This is an optimization exercise on Yosys and OpenROAD, whose aim is small area, not a production implementation.
At most, simulation tests tie the RTL to the original design; equivalence was not proved.
Power figures rest on the tool's default switching activity, not on a simulated workload.

== v6 ==
==> flow/design.v (excerpt) <==
module systolic_ctrl (
    input  logic        CLK,
    input  logic        RST,
    input  logic [23:0] instr_in,
    output logic        instr_stall,
    output logic [79:0] sram_input,
    output logic [79:0] sram_weight,
    output logic [1:0]  systolic_en_row_id,
    output logic [3:0]  systolic_en_w,
    output logic        wb_valid,
    output logic [15:0] wb_data,
    output logic        flag_finish
);
Size: about 760 cells after synthesis, ~210 I/O pins, ~5800 µm² of cells after synthesis.
==> module systolic_ctrl, before the edit <==
module systolic_ctrl (
    input  logic        CLK,
    input  logic        RST,
    input  logic [23:0] instr_in,
    output logic        instr_stall,
    output logic [79:0] sram_input,
    output logic [79:0] sram_weight,
    output logic [1:0]  systolic_en_row_id,
    output logic [3:0]  systolic_en_w,
    output logic        wb_valid,
    output logic [15:0] wb_data,
    output logic        flag_finish
);
    localparam logic [2:0] S_IDLE  = 3'd0,  
                           S_START = 3'd1,  
                           S_WAIT  = 3'd2,  
                           S_PL    = 3'd3,  
                           S_RUN   = 3'd4,  
                           S_DRAIN = 3'd5,  
                           S_DONE  = 3'd6;  
    logic        cmd_vld;    
    logic        post;       
    logic [2:0]  opc;
    logic [11:0] fld;
    logic [7:0]  dat;
    logic [7:0]  trg;
    logic [7:0]  prm_s, prm_oc;
    logic [15:0] prm_ic;
    logic [2:0]  st;
    logic [7:0]  cnt;
    logic [13:0] d_ic;       
    logic [5:0]  d_oc;       
    logic busy;
    assign busy        = (st != S_IDLE);
    assign instr_stall = cmd_vld | busy;
    logic exe_prm, exe_ex;
    assign exe_prm = cmd_vld && (opc == 3'd1);
    assign exe_ex  = cmd_vld && (opc == 3'd4);
    logic [9:0] a_addr, p_base;
    assign a_addr = fld[9:0];
    assign p_base = {fld[11:10], dat};
    logic ic_nz, oc_nz, ic_more, oc_more, ic_zero, oc_zero, last;
    assign ic_nz   = |d_ic;
    assign oc_nz   = |d_oc;
    assign ic_more = (|d_ic[13:1]) || (d_ic[0] && |prm_ic[1:0]);
    assign oc_more = (|d_oc[5:1])  || (d_oc[0] && |prm_oc[1:0]);
    assign ic_zero = !ic_nz && (prm_ic[1:0] == 2'd0);
    assign oc_zero = !oc_nz && (prm_oc[1:0] == 2'd0);
    assign last    = (!ic_more && !oc_more) || ic_zero || oc_zero;
    logic [2:0] run_ic;
    logic [3:0] ic_mask, oc_mask;
    assign run_ic  = ic_nz ? 3'd4 : {1'b0, prm_ic[1:0]};
    assign ic_mask = ic_nz ? 4'hf : ~(4'hf << prm_ic[1:0]);
    assign oc_mask = oc_nz ? 4'hf : ~(4'hf << prm_oc[1:0]);
    logic pre, load, run;
    assign pre  = (st == S_PL) && !cnt[0];
    assign load = (st == S_PL) &&  cnt[0];
    assign run  = (st == S_RUN);
    logic [7:0] cnt_inc;
    assign cnt_inc = cnt + 8'd1;
    always_ff @(posedge CLK or posedge RST) begin
        if (RST) begin
            cmd_vld <= 1'b0;
            post    <= 1'b0;
            st      <= S_IDLE;
        end else begin
            cmd_vld <= !instr_stall && instr_in[23];
            post    <= cmd_vld;
            case (st)
                S_IDLE:  if (exe_ex) st <= S_START;
                S_START: st <= S_WAIT;
                S_WAIT:  st <= (ic_zero || oc_zero) ? S_DONE : S_PL;
                S_PL:    if (cnt[2:0] == 3'd7) st <= (prm_s == 8'd0) ? S_DRAIN : S_RUN;
                S_RUN:   if (cnt_inc == prm_s) st <= S_DRAIN;
                S_DRAIN: if (cnt[2:0] == 3'd7) st <= S_DONE;
                default: st <= last ? S_IDLE : S_WAIT;
            endcase
        end
    end
    always_ff @(posedge CLK) begin
        if (st == S_WAIT || (st == S_PL && cnt[2:0] == 3'd7) || (run && cnt_inc == prm_s)) begin
            cnt <= '0;
        end else begin
            cnt <= cnt_inc;
        end
    end
    always_ff @(posedge CLK or posedge RST) begin
        if (RST) begin
            prm_s  <= '0;
            prm_oc <= '0;
            prm_ic <= '0;
            trg    <= '0;
        end else if (exe_prm) begin
            case (fld[3:0])
                4'd0: prm_s  <= dat;
                4'd1: prm_oc <= dat;
                4'd2: prm_ic <= {8'd0, dat};
                4'd3: trg    <= dat;
                4'd4: prm_ic[15:8] <= dat;
                default: ;
            endcase
        end
    end
    logic [9:0] delta;       
    logic       neg;
    assign neg   = !ic_nz && (prm_ic[1:0] != 2'd3);
    assign delta = ic_nz ? 10'd1 : {{8{neg}}, prm_ic[1] ^ prm_ic[0], ~prm_ic[0]};
    always_ff @(posedge CLK) begin
        if (!instr_stall) begin
            {opc, fld, dat} <= instr_in[22:0];
        end else if (st == S_START) begin
            fld <= '0;
            dat <= '0;
        end else if (load && cnt[2:1] == 2'd3) begin
            fld[9:0]          <= p_base;
            {fld[11:10], dat} <= a_addr + delta;
        end else if (load || run) begin
            fld[9:0] <= a_addr + 10'd1;
        end else if (st == S_DONE) begin
            fld[9:0]          <= p_base;
            {fld[11:10], dat} <= ic_more ? a_addr : 10'd0;
        end
    end
    always_ff @(posedge CLK) begin
        if (st == S_START) begin
            d_ic <= prm_ic[15:2];
            d_oc <= prm_oc[7:2];
        end else if (st == S_DONE) begin
            if (ic_more) begin
                d_ic <= d_ic - 14'd1;
            end else begin
                d_ic <= prm_ic[15:2];
                d_oc <= d_oc - 6'd1;
            end
        end
    end
    logic       ld, ld_i, ld_w;
    logic [3:0] sel, we_i, we_w, en_i, en_w;
    assign ld     = post && (opc == 3'd2);
    assign ld_i   = ld && (trg == 8'd0);
    assign ld_w   = ld && (trg == 8'd1);
    assign sel    = 4'b0001 << fld[11:10];
    assign we_i   = {4{ld_i}} & sel;
    assign we_w   = {4{ld_w}} & sel;
    assign en_i   = we_i | ({4{run}} & ic_mask);
    assign en_w   = we_w | ({4{pre}} & oc_mask);
    always_comb begin
        sram_input[79:76]  = we_i;
        sram_input[75:72]  = en_i;
        sram_weight[79:76] = we_w;
        sram_weight[75:72] = en_w;
        for (int i = 0; i < 4; i++) begin
            sram_input[32 + i*10 +: 10]  = en_i[i] ? a_addr : 10'd0;
            sram_weight[32 + i*10 +: 10] = en_w[i] ? a_addr : 10'd0;
            sram_input[i*8 +: 8]         = we_i[i] ? dat : 8'd0;
            sram_weight[i*8 +: 8]        = we_w[i] ? dat : 8'd0;
        end
    end
    assign systolic_en_w      = {4{load}};
    assign systolic_en_row_id = load ? cnt[2:1] : 2'd0;
    assign wb_valid = post && (opc == 3'd6) && (fld[3:2] == 2'd0);
    always_comb begin
        case (fld[1:0])
            2'd0:    wb_data = {8'd0, prm_s};
            2'd1:    wb_data = {8'd0, prm_oc};
            2'd2:    wb_data = prm_ic;
            default: wb_data = {8'd0, trg};
        endcase
    end
    assign flag_finish = (st == S_DONE) && last;
endmodule
clock: 8.0 ns
lec_check: 0
abc_area: 1
cap_margin: 20
core_margin: 2
core_utilization: 40
cts_buf_list: sky130_fd_sc_hd__clkbuf_8
slew_margin: 20
standard.sh (not shown) runs the stock make flow with config.mk's settings and CLKGATE_MAP_FILE= SYNTH_SCRIPT=/design/flow/synth_recipe.tcl, a recipe that flattens the netlist after the stock synthesis.
==> flow/flow/run.sh <==
#!/bin/bash
# Standard ORFS layout with three changes: ABC's area script replaced by a deeper one
# (flow/abc_area.script), the smallest buffer cell on every port, and no dummy clock loads.
set -euo pipefail
W=$PWD
rm -rf "$W/scripts_local"
cp -r "$FLOW_HOME/scripts" "$W/scripts_local"
cp "$W/flow/abc_area.script" "$W/scripts_local/abc_area.script"
export SCRIPTS_DIR="$W/scripts_local"
export BUFFER_PORTS_ARGS="-buffer_cell sky130_fd_sc_hd__buf_1"
export CTS_ARGS="-sink_clustering_enable -repair_clock_nets -dont_use_dummy_load -buf_list sky130_fd_sc_hd__clkbuf_8"
bash standard.sh > standard.log 2>&1
==> flow/flow/abc_area.script <==
strash
&get -n
&deepsyn -T 120
&put
balance -l
resub -K 6 -l
rewrite -l
resub -K 6 -N 2 -l
refactor -l
resub -K 8 -l
balance -l
resub -K 8 -N 2 -l
rewrite -l
resub -K 10 -l
rewrite -z -l
resub -K 10 -N 2 -l
balance -l
resub -K 12 -l
refactor -z -l
resub -K 12 -N 2 -l
rewrite -z -l
balance -l
dch -f
amap
topo
Every stage of the flow completed for v6, and the final layout passed the timing, design-rule and antenna checks.
What v7 does differently from v6 at the input level:
--- a/flow/design.v
+++ b/flow/design.v
@@ -90,8 +90,8 @@
     logic        cmd_vld;    
     logic        post;       
     logic [2:0]  opc;
-    logic [11:0] fld;
-    logic [7:0]  dat;
+    logic [11:0] fld;        
+    logic [7:0]  dat;        
     logic [7:0]  trg;
     logic [7:0]  prm_s, prm_oc;
     logic [15:0] prm_ic;
@@ -105,9 +105,9 @@
     logic exe_prm, exe_ex;
     assign exe_prm = cmd_vld && (opc == 3'd1);
     assign exe_ex  = cmd_vld && (opc == 3'd4);
-    logic [9:0] a_addr, p_base;
-    assign a_addr = fld[9:0];
-    assign p_base = {fld[11:10], dat};
+    logic [9:0] base_i, base_w;
+    assign base_i = fld[9:0];
+    assign base_w = {fld[11:10], dat};
     logic ic_nz, oc_nz, ic_more, oc_more, ic_zero, oc_zero, last;
     assign ic_nz   = |d_ic;
     assign oc_nz   = |d_oc;
@@ -170,24 +170,17 @@
             endcase
         end
     end
-    logic [9:0] delta;       
-    logic       neg;
-    assign neg   = !ic_nz && (prm_ic[1:0] != 2'd3);
-    assign delta = ic_nz ? 10'd1 : {{8{neg}}, prm_ic[1] ^ prm_ic[0], ~prm_ic[0]};
     always_ff @(posedge CLK) begin
         if (!instr_stall) begin
             {opc, fld, dat} <= instr_in[22:0];
         end else if (st == S_START) begin
             fld <= '0;
             dat <= '0;
-        end else if (load && cnt[2:1] == 2'd3) begin
-            fld[9:0]          <= p_base;
-            {fld[11:10], dat} <= a_addr + delta;
-        end else if (load || run) begin
-            fld[9:0] <= a_addr + 10'd1;
+        end else if (run) begin
+            fld[9:0] <= base_i + 10'd1;
         end else if (st == S_DONE) begin
-            fld[9:0]          <= p_base;
-            {fld[11:10], dat} <= ic_more ? a_addr : 10'd0;
+            if (!ic_more) fld[9:0] <= '0;
+            {fld[11:10], dat} <= base_w + {7'd0, run_ic};
         end
     end
     always_ff @(posedge CLK) begin
@@ -204,7 +197,8 @@
         end
     end
     logic       ld, ld_i, ld_w;
-    logic [3:0] sel, we_i, we_w, en_i, en_w;
+    logic [3:0] sel, we_i, we_w, en_i, rd_w;
+    logic [9:0] w_addr;
     assign ld     = post && (opc == 3'd2);
     assign ld_i   = ld && (trg == 8'd0);
     assign ld_w   = ld && (trg == 8'd1);
@@ -212,15 +206,16 @@
     assign we_i   = {4{ld_i}} & sel;
     assign we_w   = {4{ld_w}} & sel;
     assign en_i   = we_i | ({4{run}} & ic_mask);
-    assign en_w   = we_w | ({4{pre}} & oc_mask);
+    assign rd_w   = {4{pre}} & oc_mask;
+    assign w_addr = base_w + {8'd0, cnt[2:1]};
     always_comb begin
         sram_input[79:76]  = we_i;
         sram_input[75:72]  = en_i;
         sram_weight[79:76] = we_w;
-        sram_weight[75:72] = en_w;
+        sram_weight[75:72] = we_w | rd_w;
         for (int i = 0; i < 4; i++) begin
-            sram_input[32 + i*10 +: 10]  = en_i[i] ? a_addr : 10'd0;
-            sram_weight[32 + i*10 +: 10] = en_w[i] ? a_addr : 10'd0;
+            sram_input[32 + i*10 +: 10]  = en_i[i] ? fld[9:0] : 10'd0;
+            sram_weight[32 + i*10 +: 10] = we_w[i] ? fld[9:0] : (rd_w[i] ? w_addr : 10'd0);
             sram_input[i*8 +: 8]         = we_i[i] ? dat : 8'd0;
             sram_weight[i*8 +: 8]        = we_w[i] ? dat : 8'd0;
         end
==> run notes <==
Diff v6 -> v7 | area of the mapped netlist | increase of 1.3%
Higher register share of total power goes to v7 over v6.
Compared with v6, v7 shows a time the final worst path needs with I/O delays and setup that is 0.36 ns higher.
Between v7 and v6, routed wire length is higher for v7, v6 comes in under that.
v6 has a higher fraction of layout instances using a drive strength above 1 than v7.
In the reports for v7 and v6, the smaller amount of wire on met2 after detailed routing belongs to v6.
v7 -> v6: overflow left after global routing delta 0, exact match
For v6, only the layout was checked, not whether the RTL still works.

==> what the ideal ports hide <==
No port has a modelled driver above. Below, the same layouts with a new extraction and two added sets of constraints.
Step 1 (the two cells are an assumption about what drives the block):
set clk [get_ports {CLK}]
set_driving_cell -lib_cell sky130_fd_sc_hd__clkbuf_16 $clk
set_driving_cell -lib_cell sky130_fd_sc_hd__buf_2 [delete_from_list [all_inputs] $clk]
Step 2 also shifts input and output timing later by t, the mid clock arrival at the registers, as if the neighbouring blocks saw the same clock.
Slacks: ideal / step 1 / step 2; pairs: ideal / step 1.
run | t, ns | setup WS [ns] | cell pins on the clock port's net
v6 | 0.410 | 2.989 / 2.953 / 3.363 | 1
v7 | 0.405 | 2.631 / 2.590 / 2.996 | 1
After both steps every run listed still meets setup and hold.
